Source: an optimization exercise on an open RTL-to-GDS flow (aim: small area, a short achievable clock period and few clock cycles per item). Production flows keep margins and buffers that such runs may drop. Where RTL was checked, it was by simulation tests only, not by an equivalence proof against the original. Power is estimated from default activity; no workload was simulated.

// pen_event_throttle_core
module pen_event_throttle_core (
  input  logic        clk,
  input  logic        rst,
  input  logic        s_tvalid,
  output logic        s_tready,
  input  logic [63:0] s_tdata,    
  input  logic [2:0]  s_tuser,    
  output logic        m_tvalid,
  input  logic        m_tready,
  output logic [31:0] m_tdata,    
  output logic        m_tuser,    
  input  logic        cfg_valid,
  output logic        cfg_ready,
  input  logic [2:0]  cfg_index,
  input  logic [15:0] cfg_data
);
Size in the first run: ~5,300 cells after synthesis, roughly 130 I/O pins.
make LEC_CHECK=0 CAP_MARGIN=20 CORE_MARGIN=2 CORE_UTILIZATION=55 SETUP_SLACK_MARGIN=5 SLEW_MARGIN=20 finish   # period 12.0 ns
run.sh (not shown) runs the stock make flow with config.mk's settings and CLKGATE_MAP_FILE= SYNTH_SCRIPT=/design/flow/synth_recipe.tcl, a recipe that flattens the netlist after the stock synthesis.
Testbench counts at the start, summed over its fixed seeds: cycles 3,346, items 2,459.
Rerun with:
--- a/flow/design.v
+++ b/flow/design.v
@@ -100,16 +100,29 @@
     abs_diff2 = d1[16] ? d2[15:0] : d1[15:0];
   endfunction
   function automatic logic bit12(input logic [11:0] v, input logic [3:0] i);
     bit12 = 1'b0;
     for (int k = 0; k < 12; k++) begin
       if (i == 4'(k)) bit12 = v[k];
     end
   endfunction
+  function automatic logic rate_chk(input logic [9:0] t_lo, input logic [9:0] l_lo,
+                                    input logic [9:0] lim, input logic eq_hi, input logic eq_hi_m1);
+    logic [11:0] a, b, c, sv, cv, y;
+    logic [10:0] x;
+    a  = {2'b0, t_lo};
+    b  = {2'b0, ~l_lo};
+    c  = ~{2'b0, lim};
+    sv = a ^ b ^ c;
+    cv = {(a[10:0] & b[10:0]) | (a[10:0] & c[10:0]) | (b[10:0] & c[10:0]), 1'b1};
+    y  = sv + cv;
+    x  = {1'b0, t_lo} + {1'b0, ~l_lo};
+    rate_chk = x[10] ? (eq_hi && (y[11] || !y[10])) : (eq_hi_m1 && y[11]);
+  endfunction
   function automatic logic [3:0] msb12(input logic [11:0] v);
     msb12 = 4'd0;
     for (int i = 1; i < 12; i++) begin
       if (v[i]) msb12 = 4'(i);
     end
   endfunction
   logic [11:0] tap_radius;
   logic [11:0] tap_radius_min;
@@ -182,17 +195,18 @@
   logic [15:0] lm_x, lm_y;
   logic [31:0] lm_t;       
   logic [15:0] lg_x, lg_y;
   logic [31:0] lg_t;
   logic        a_v;
   logic [2:0]  a_op;
   logic [15:0] a_x, a_y;
   logic [31:0] a_t;
-  logic [16:0] a_dx, a_dy;    
+  logic [8:0]  a_dxl, a_dyl;  
+  logic [16:0] a_dx, a_dy;
   logic        e_v;
   logic [2:0]  e_op;
   logic [15:0] e_x, e_y;
   logic [31:0] e_t;
   logic        e_tdrop, e_tslow, e_long, e_tbig;
   logic        e_ismove, e_isgest;    
   logic [11:0] e_adx, e_ady;
   logic [22:0] e_touch;
@@ -206,16 +220,18 @@
   logic [15:0] a_adx, a_ady;
   logic        a_far;
   logic [31:0] a_touch;
   logic        a_long, a_keep, a_drop;
   logic        keep_s, keep_l, drop_s, drop_l;
   assign ref_x    = lm_x;
   assign ref_y    = lm_y;
   assign ref_t    = lm_t;
+  assign a_dx     = {{ref_x[15], ref_x[15:8]} - {a_x[15], a_x[15:8]} - {8'd0, a_dxl[8]}, a_dxl[7:0]};
+  assign a_dy     = {{ref_y[15], ref_y[15:8]} - {a_y[15], a_y[15:8]} - {8'd0, a_dyl[8]}, a_dyl[7:0]};
   assign a_adx    = a_dx[16] ? 16'(-a_dx) : a_dx[15:0];
   assign a_ady    = a_dy[16] ? 16'(-a_dy) : a_dy[15:0];
   assign a_far    = a_adx[15:12] != 4'd0 || a_ady[15:12] != 4'd0;
   assign a_touch  = a_t - ref_t;
   assign a_long   = !a_touch[31] && (a_touch[30:16] != 15'd0 || a_touch[15:0] > shrink_period_ms);
   assign keep_s   = a_adx >= {4'd0, tap_radius} || a_ady >= {4'd0, tap_radius};
   assign keep_l   = a_adx >= {4'd0, rad_hi} || a_ady >= {4'd0, rad_hi};
   assign drop_s   = !a_far && neg3c({6'd0, a_adx[11:0]}, {6'd0, a_ady[11:0]}, ~{6'd0, tap_radius});
@@ -235,18 +251,18 @@
     end else if (a_xfer) begin
       a_v <= 1'b0;
     end
     if (s_tvalid && s_tready) begin
       a_op <= s_tuser;
       a_x  <= s_tdata[15:0];
       a_y  <= s_tdata[31:16];
       a_t  <= s_tdata[63:32];
-      a_dx <= {in_ref_x[15], in_ref_x} - {s_tdata[15], s_tdata[15:0]};
-      a_dy <= {in_ref_y[15], in_ref_y} - {s_tdata[31], s_tdata[31:16]};
+      a_dxl <= {1'b0, in_ref_x[7:0]} - {1'b0, s_tdata[7:0]};
+      a_dyl <= {1'b0, in_ref_y[7:0]} - {1'b0, s_tdata[23:16]};
     end
   end
   always_ff @(posedge clk) begin
     if (rst) begin
       e_v <= 1'b0;
     end else if (a_xfer) begin
       e_v <= 1'b1;
     end else if (e_fin) begin
@@ -264,30 +280,27 @@
       e_long  <= a_long;
       e_tbig  <= a_touch[30:23] != 8'd0;
       e_touch <= a_touch[22:0];
       e_thm1  <= a_t[31:10] - 22'd1;
       e_adx   <= a_adx[11:0];
       e_ady   <= a_ady[11:0];
     end
   end
-  logic [10:0] rm_lo, rg_lo;
   logic [21:0] t_hi_m1;
   logic        rm_hi_ok, rg_hi_ok;
   logic        m_rate, g_rate, g_near, m_same;
   logic        need_trk, e_drop, e_ready;
   logic        sq_done, sq_res;
   logic [15:0] res_x, res_y;
   assign t_hi_m1  = e_thm1;
-  assign rm_lo    = {1'b0, e_t[9:0]} + {1'b0, ~lm_t[9:0]};
-  assign rm_hi_ok = rm_lo[10] ? (e_t[31:10] == lm_t[31:10]) : (t_hi_m1 == lm_t[31:10]);
-  assign m_rate   = rm_hi_ok && rm_lo[9:0] < move_lim;
-  assign rg_lo    = {1'b0, e_t[9:0]} + {1'b0, ~lg_t[9:0]};
-  assign rg_hi_ok = rg_lo[10] ? (e_t[31:10] == lg_t[31:10]) : (t_hi_m1 == lg_t[31:10]);
-  assign g_rate   = rg_hi_ok && rg_lo[9:0] < gest_lim;
+  assign m_rate   = rate_chk(e_t[9:0], lm_t[9:0], move_lim,
+                              e_t[31:10] == lm_t[31:10], t_hi_m1 == lm_t[31:10]);
+  assign g_rate   = rate_chk(e_t[9:0], lg_t[9:0], gest_lim,
+                              e_t[31:10] == lg_t[31:10], t_hi_m1 == lg_t[31:10]);
   assign g_near   = near(lg_x, e_x, tap_radius) && near(lg_y, e_y, tap_radius);
   assign m_same = e_x == lm_x && e_y == lm_y;
   assign need_trk = e_ismove && tracking && e_tslow;
   always_comb begin
     case (e_op)
       OP_MOVE: e_drop = tracking ? (e_tslow ? sq_res : e_tdrop) : (m_same || m_rate);
       OP_GEST: e_drop = g_near || g_rate;
       default: e_drop = 1'b0;
The changed run produced a clean layout.
Sequential cell count drops by 16.
Final area drops by 2.1%.
Wire length drops by about 2%.
Non-clock buffer count drops by 1.
Maximum frequency drops by about 1.7%.
Clock power barely changes.
Worst hold slack barely changes.
Testbench counts after the change, summed over its fixed seeds: cycles 3,346, items 2,459.

========
## the baseline
Another version of the RTL of pen_event_throttle_core (not shown whole).
Size in the first run: roughly 5200 cells after synthesis, ~690 flip-flops, ~130 I/O pins, roughly 50000 um^2 of cells after synthesis.
==> flow/design.v (excerpt) <==
module pen_event_throttle_core (
  input  logic        clk,
  input  logic        rst,
  input  logic        s_tvalid,
  output logic        s_tready,
  input  logic [63:0] s_tdata,    
  input  logic [2:0]  s_tuser,    
  output logic        m_tvalid,
  input  logic        m_tready,
  output logic [31:0] m_tdata,    
  output logic        m_tuser,    
  input  logic        cfg_valid,
  output logic        cfg_ready,
  input  logic [2:0]  cfg_index,
  input  logic [15:0] cfg_data
);
  localparam logic [2:0] OP_DOWN = pet_pkg::OP_DOWN;
  localparam logic [2:0] OP_UP   = pet_pkg::OP_UP;
  localparam logic [2:0] OP_MOVE = pet_pkg::OP_MOVE;
  localparam logic [2:0] OP_GEST = pet_pkg::OP_GESTURE;
  function automatic logic [15:0] abs_diff(input logic [15:0] a, input logic [15:0] b);
    logic signed [16:0] d;
    logic [16:0]        m;
    d = $signed({a[15], a}) - $signed({b[15], b});
    m = d[16] ? 17'(-d) : 17'(d);
    abs_diff = m[15:0];
  endfunction
  function automatic logic neg3(input logic [17:0] a, input logic [17:0] b, input logic [17:0] c);
  ...
export LEC_CHECK = 0
export CAP_MARGIN = 20
export CORE_MARGIN = 2
export CORE_UTILIZATION = 55
export SETUP_SLACK_MARGIN = 5
export SLEW_MARGIN = 20
create_clock -name core_clock -period 12.0 [get_ports {clk}]
## Diff of input files: the candidate against the baseline
--- a/flow/design.v
+++ b/flow/design.v
@@ -145,14 +145,15 @@
   function automatic logic [3:0] msb12(input logic [11:0] v);
     msb12 = 4'd0;
     for (int i = 1; i < 12; i++) begin
       if (v[i]) msb12 = 4'(i);
     end
   endfunction
   logic [11:0] tap_radius;
+  logic [11:0] tap_radius_n;   
   logic [11:0] tap_radius_min;
   logic [11:0] rad_hi;         
   logic [15:0] shrink_period_ms;
   logic [22:0] per_scaled;     
   logic [6:0]  shrink_percent;
   logic [9:0]  move_lim;       
   logic [9:0]  gest_lim;       
@@ -160,14 +161,15 @@
   logic        sq_done_s, sq_done_m, sq_done_g;   
   logic [22:0] sq_scaled;
   logic [9:0]  sq_lim;
   assign cfg_ready = 1'b1;
   always_ff @(posedge clk) begin
     if (rst) begin
       tap_radius       <= 12'd10;
+      tap_radius_n     <= ~12'd10;
       tap_radius_min   <= 12'd2;
       rad_hi           <= 12'd10;
       shrink_period_ms <= 16'd100;
       per_scaled       <= 23'd10000;
       shrink_percent   <= 7'd10;
       move_lim         <= 10'd16;
       gest_lim         <= 10'd16;
@@ -187,15 +189,16 @@
       if (sq_done_g) begin
         gest_lim <= sq_lim;
         pend_g   <= 1'b0;
       end
       if (cfg_valid) begin
         case (cfg_index)
           pet_pkg::REG_TAP_RADIUS: begin
-            tap_radius <= cfg_data[11:0];
+            tap_radius   <= cfg_data[11:0];
+            tap_radius_n <= ~cfg_data[11:0];
           end
           pet_pkg::REG_TAP_RADIUS_MIN: begin
             tap_radius_min <= cfg_data[11:0];
           end
           pet_pkg::REG_SHRINK_PERIOD: begin
             shrink_period_ms <= cfg_data;
             pend_s           <= 1'b1;
@@ -220,15 +223,15 @@
   logic [31:0] lm_t;       
   logic [15:0] lg_x, lg_y;
   logic [31:0] lg_t;
   logic        a_v;
   logic [2:0]  a_op;
   logic [15:0] a_x, a_y;
   logic [31:0] a_t;
-  logic [8:0]  a_dxl, a_dyl;  
+  logic [12:0] a_dxl, a_dyl;  
   logic [16:0] a_dx, a_dy;
   logic        e_v;
   logic [2:0]  e_op;
   logic [15:0] e_x, e_y;
   logic [31:0] e_t;
   logic        e_tdrop, e_tslow, e_long, e_tbig;
   logic        e_ismove, e_isgest;    
@@ -244,16 +247,16 @@
   logic [15:0] a_adx, a_ady;
   logic [31:0] a_touch;
   logic        a_long, a_keep, a_drop;
   logic        keep_s, keep_l, drop_s, drop_l;
   assign ref_x    = lm_x;
   assign ref_y    = lm_y;
   assign ref_t    = lm_t;
-  assign a_dx     = {{ref_x[15], ref_x[15:8]} - {a_x[15], a_x[15:8]} - {8'd0, a_dxl[8]}, a_dxl[7:0]};
-  assign a_dy     = {{ref_y[15], ref_y[15:8]} - {a_y[15], a_y[15:8]} - {8'd0, a_dyl[8]}, a_dyl[7:0]};
+  assign a_dx     = {{ref_x[15], ref_x[15:12]} - {a_x[15], a_x[15:12]} - {4'd0, a_dxl[12]}, a_dxl[11:0]};
+  assign a_dy     = {{ref_y[15], ref_y[15:12]} - {a_y[15], a_y[15:12]} - {4'd0, a_dyl[12]}, a_dyl[11:0]};
   assign a_adx    = a_dx[16] ? 16'(-a_dx) : a_dx[15:0];
   assign a_ady    = a_dy[16] ? 16'(-a_dy) : a_dy[15:0];
   assign a_touch  = a_t - ref_t;
   assign a_long   = !a_touch[31] && (a_touch[30:16] != 15'd0 || a_touch[15:0] > shrink_period_ms);
   assign keep_s   = abs_ge(a_dx, tap_radius) || abs_ge(a_dy, tap_radius);
   assign keep_l   = abs_ge(a_dx, rad_hi) || abs_ge(a_dy, rad_hi);
   assign drop_s   = abs_sum_lt(a_dx, a_dy, tap_radius);
@@ -274,16 +277,16 @@
       a_v <= 1'b0;
     end
     if (s_tvalid && s_tready) begin
       a_op <= s_tuser;
       a_x  <= s_tdata[15:0];
       a_y  <= s_tdata[31:16];
       a_t  <= s_tdata[63:32];
-      a_dxl <= {1'b0, in_ref_x[7:0]} - {1'b0, s_tdata[7:0]};
-      a_dyl <= {1'b0, in_ref_y[7:0]} - {1'b0, s_tdata[23:16]};
+      a_dxl <= {1'b0, in_ref_x[11:0]} - {1'b0, s_tdata[11:0]};
+      a_dyl <= {1'b0, in_ref_y[11:0]} - {1'b0, s_tdata[27:16]};
     end
   end
   always_ff @(posedge clk) begin
     if (rst) begin
       e_v <= 1'b0;
     end else if (a_xfer) begin
       e_v <= 1'b1;
@@ -314,15 +317,15 @@
   logic        sq_done, sq_res;
   logic [15:0] res_x, res_y;
   assign t_hi_m1  = e_thm1;
   assign m_rate   = rate_chk(e_t[9:0], lm_t[9:0], move_lim,
                               e_t[31:10] == lm_t[31:10], t_hi_m1 == lm_t[31:10]);
   assign g_rate   = rate_chk(e_t[9:0], lg_t[9:0], gest_lim,
                               e_t[31:10] == lg_t[31:10], t_hi_m1 == lg_t[31:10]);
-  assign g_near   = near(lg_x, e_x, tap_radius) && near(lg_y, e_y, tap_radius);
+  assign g_near   = near(lg_x, e_x, ~tap_radius_n) && near(lg_y, e_y, ~tap_radius_n);
   assign m_same = e_x == lm_x && e_y == lm_y;
   assign need_trk = e_ismove && tracking && e_tslow;
   always_comb begin
     case (e_op)
       OP_MOVE: e_drop = tracking ? (e_tslow ? sq_res : e_tdrop) : (m_same || m_rate);
       OP_GEST: e_drop = g_near || g_rate;
       default: e_drop = 1'b0;
### Flow results
The highest ir drop seen on vdd reported for the candidate is smaller than that of the baseline by 0.0073 mV. From the baseline to the candidate the numbers moved as follows: count of clock-net buffers in the final layout rose by about 10%; worst slew margin relative to its limit rose by 5.2 points. Relative to the baseline, proportion of total power due to net switching has increased by 0.64 points in the candidate. Comparing the baseline with the candidate, the relative area change from synthesis to final layout came out essentially unchanged. The candidate ends up with a number of standard cells after synthesis that is about 1.5% higher than in the baseline. The baseline reports its highest routed metal layer as met4 while the candidate reports met5. Relative to the baseline, the power dissipated in the clock network of the candidate is higher by about 4%.
Function was not checked in any run of this note: the RTL went through the layout flow alone.

========
Another version of the RTL of pen_event_throttle_core (not shown whole).
Size in the first run: roughly 5000 cells after synthesis, roughly 630 flip-flops, ~130 I/O pins, ~44000 um^2 of cells after synthesis.
Design pen_event_throttle_core, start of the top module:
module pen_event_throttle_core (
  input  logic        clk,
  input  logic        rst,
  input  logic        s_tvalid,
  output logic        s_tready,
  input  logic [63:0] s_tdata,    
  input  logic [2:0]  s_tuser,    
  output logic        m_tvalid,
  input  logic        m_tready,
  output logic [31:0] m_tdata,    
  output logic        m_tuser,    
  input  logic        cfg_valid,
  output logic        cfg_ready,
  input  logic [2:0]  cfg_index,
  input  logic [15:0] cfg_data
);
Settings: LEC_CHECK=0, CAP_MARGIN=20, CORE_MARGIN=2, CORE_UTILIZATION=40, SLEW_MARGIN=20; clock period 12.0 ns.
Testbench counts at the start, summed over its fixed seeds: cycles 3,308, items 2,459.
==> next run, changes <==
--- a/flow/design.v
+++ b/flow/design.v
@@ -168,36 +168,38 @@
   logic        o1_v;
   logic [32:0] o1_d;
   logic [32:0] o0_d;
   logic        a_xfer, e_fin, take;
   logic        fwd_down;
   logic [15:0] ref_x, ref_y;
   logic [31:0] ref_t;
   logic [15:0] a_adx, a_ady;
   logic [16:0] a_sum;
   logic [31:0] a_touch;
   logic        a_long, a_keep, a_drop;
-  logic [11:0] thr_keep, thr_drop;
+  logic        keep_s, keep_l, drop_s, drop_l;
   assign fwd_down = e_v && e_op == OP_DOWN;
   assign ref_x    = fwd_down ? e_x : lm_x;
   assign ref_y    = fwd_down ? e_y : lm_y;
   assign ref_t    = fwd_down ? e_t : ld_t;
   assign a_adx    = abs_diff(ref_x, a_x);
   assign a_ady    = abs_diff(ref_y, a_y);
   assign a_sum    = {1'b0, a_adx} + {1'b0, a_ady};
   assign a_touch  = a_t - ref_t;
   assign a_long   = !a_touch[31] && (a_touch[30:16] != 15'd0 || a_touch[15:0] > shrink_period_ms);
-  assign thr_keep = a_long ? rad_hi : tap_radius;
-  assign thr_drop = a_long ? tap_radius_min : tap_radius;
-  assign a_keep   = a_adx >= {4'd0, thr_keep} || a_ady >= {4'd0, thr_keep};
-  assign a_drop   = a_sum < {5'd0, thr_drop};
+  assign keep_s   = a_adx >= {4'd0, tap_radius} || a_ady >= {4'd0, tap_radius};
+  assign keep_l   = a_adx >= {4'd0, rad_hi} || a_ady >= {4'd0, rad_hi};
+  assign drop_s   = a_sum < {5'd0, tap_radius};
+  assign drop_l   = a_sum < {5'd0, tap_radius_min};
+  assign a_keep   = a_long ? keep_l : keep_s;
+  assign a_drop   = a_long ? drop_l : drop_s;
   assign s_tready = !a_v || a_xfer;
   assign a_xfer   = a_v && (!e_v || e_fin);
   always_ff @(posedge clk) begin
     if (rst) begin
       a_v <= 1'b0;
     end else if (s_tvalid && s_tready) begin
       a_v <= 1'b1;
     end else if (a_xfer) begin
       a_v <= 1'b0;
     end
     if (s_tvalid && s_tready) begin
@@ -224,32 +226,36 @@
       e_tslow <= !a_keep && !a_drop;
       e_long  <= a_long;
       e_tbig  <= a_touch[30:23] != 8'd0;
       e_touch <= a_touch[22:0];
       e_adx   <= a_adx[11:0];
       e_ady   <= a_ady[11:0];
     end
   end
   logic        is_gest;
   logic [31:0] r_last;
   logic [9:0]  r_lim;
-  logic [31:0] r_dm1;
+  logic [10:0] r_lo;
+  logic [21:0] t_hi_m1;
+  logic        r_hi_ok;
   logic        rate_hit_lim, g_near, m_same;
   logic        need_trk, e_drop, e_ready;
   logic        sq_done, sq_res;
   logic [15:0] res_x, res_y;
   assign is_gest      = e_op == OP_GEST;
   assign r_last       = is_gest ? lg_t : lm_t;
   assign r_lim        = is_gest ? gest_lim : move_lim;
-  assign r_dm1        = e_t + ~r_last;
-  assign rate_hit_lim = r_dm1[31:10] == 22'd0 && r_dm1[9:0] < r_lim;
+  assign r_lo         = {1'b0, e_t[9:0]} + {1'b0, ~r_last[9:0]};
+  assign t_hi_m1      = e_t[31:10] - 22'd1;
+  assign r_hi_ok      = r_lo[10] ? (e_t[31:10] == r_last[31:10]) : (t_hi_m1 == r_last[31:10]);
+  assign rate_hit_lim = r_hi_ok && r_lo[9:0] < r_lim;
   assign g_near = abs_diff(lg_x, e_x) < {4'd0, tap_radius} &&
                   abs_diff(lg_y, e_y) < {4'd0, tap_radius};
   assign m_same = e_x == lm_x && e_y == lm_y;
   assign need_trk = e_op == OP_MOVE && tracking && e_tslow;
   always_comb begin
     case (e_op)
       OP_MOVE: e_drop = tracking ? (e_tslow ? sq_res : e_tdrop) : (m_same || rate_hit_lim);
       OP_GEST: e_drop = g_near || rate_hit_lim;
       default: e_drop = 1'b0;
     endcase
   end
@@ -377,24 +383,24 @@
       op_a   = sq_u;
       op_b   = (sq_job == J_SCALE) ? {7'd0, per_eff} : e_touch;
       op_bit = (sq_job == J_SCALE) ? C100[sq_idx] : shrink_percent[sq_idx[2:0]];
     end else begin
       op_a   = sq_rem;
       op_b   = job_lim ? 23'd1 : sq_u;
       op_bit = job_lim ? C1000[sq_idx] : tap_radius[sq_idx];
     end
   end
   assign op_m  = job_lim ? {12'd0, {1'b0, lim_raw} + 11'd1} : per_scaled;
   assign x_sum = {1'b0, op_a, 1'b0} + (op_bit ? {2'b0, op_b} : 25'd0);
-  assign x_m1  = {1'b0, x_sum} - {3'b0, op_m};
-  assign x_m2  = {1'b0, x_sum} - {2'b0, op_m, 1'b0};
+  assign x_m1  = {2'b0, op_a, 1'b0} + (op_bit ? {3'b0, op_b} : 26'd0) - {3'b0, op_m};
+  assign x_m2  = {2'b0, op_a, 1'b0} + (op_bit ? {3'b0, op_b} : 26'd0) - {2'b0, op_m, 1'b0};
   assign x_c   = !x_m2[25] ? 2'd2 : !x_m1[25] ? 2'd1 : 2'd0;
   assign q_next = {sq_q[10:0], 1'b0} + {10'd0, x_c};
   assign k_rq = tap_radius - sq_q;
   always_comb begin
     case (sq_ksrc)
       K_R:     k_val = tap_radius;
       K_HI:    k_val = rad_hi;
       K_MIN:   k_val = tap_radius_min;
       default: k_val = (k_rq < tap_radius_min) ? tap_radius_min : k_rq;
     endcase
   end
Result: The new run finished with timing, DRC and antenna clean. Synthesized area came out higher by 1.6%. Register-to-register slack is better by 760 ps. Via count went up by 2.4%. Worst setup slack is better by 760 ps. Clock power rose by about 3%. Die area rose by 1.6%. Power increases by 11%. Clock skew barely changes. Combinational power rose by 19%.
No functional check of the RTL was part of the second run of this note.

port drivers added, routing unchanged:
No port has a modelled driver above. Below, the same layouts with a new extraction and two added sets of constraints. Step 1: set_driving_cell puts a clkbuf_16 on clk and a buf_2 on each other input, an assumption about the parent block. Step 2 times the ports against the registers' clock, not the clock port: input delays grow and output delays shrink by t, the midpoint of the rising clock arrivals with the driver on. a / b / c = ideal ports / drivers / drivers and shift; a / b = the first two.
| run | t, ns | setup slack, ns | worst setup path at the end | worst register clock-pin slew, ns |
|---|---|---|---|---|
| the first run of note 1 | 0.718 | 6.335 / 6.264 / 6.130 | input to register | 0.07 / 0.07 |
| the second run of note 1 | 0.723 | 6.238 / 6.202 / 6.238 | register to register | 0.07 / 0.07 |
| the baseline | 0.730 | 6.359 / 6.359 / 6.359 | register to register | 0.07 / 0.07 |
| the candidate | 0.716 | 5.798 / 5.798 / 5.798 | register to register | 0.07 / 0.07 |
| the first run of note 3 | 0.725 | 2.695 / 2.695 / 2.695 | register to register | 0.06 / 0.06 |
| the second run of note 3 | 0.720 | 3.459 / 3.459 / 3.459 | register to register | 0.06 / 0.06 |
After both steps every run listed still meets setup and hold. For the first run of note 1, which loses most, drivers alone change the setup slack by -0.071 ns; drivers and shift together by -0.205 ns.
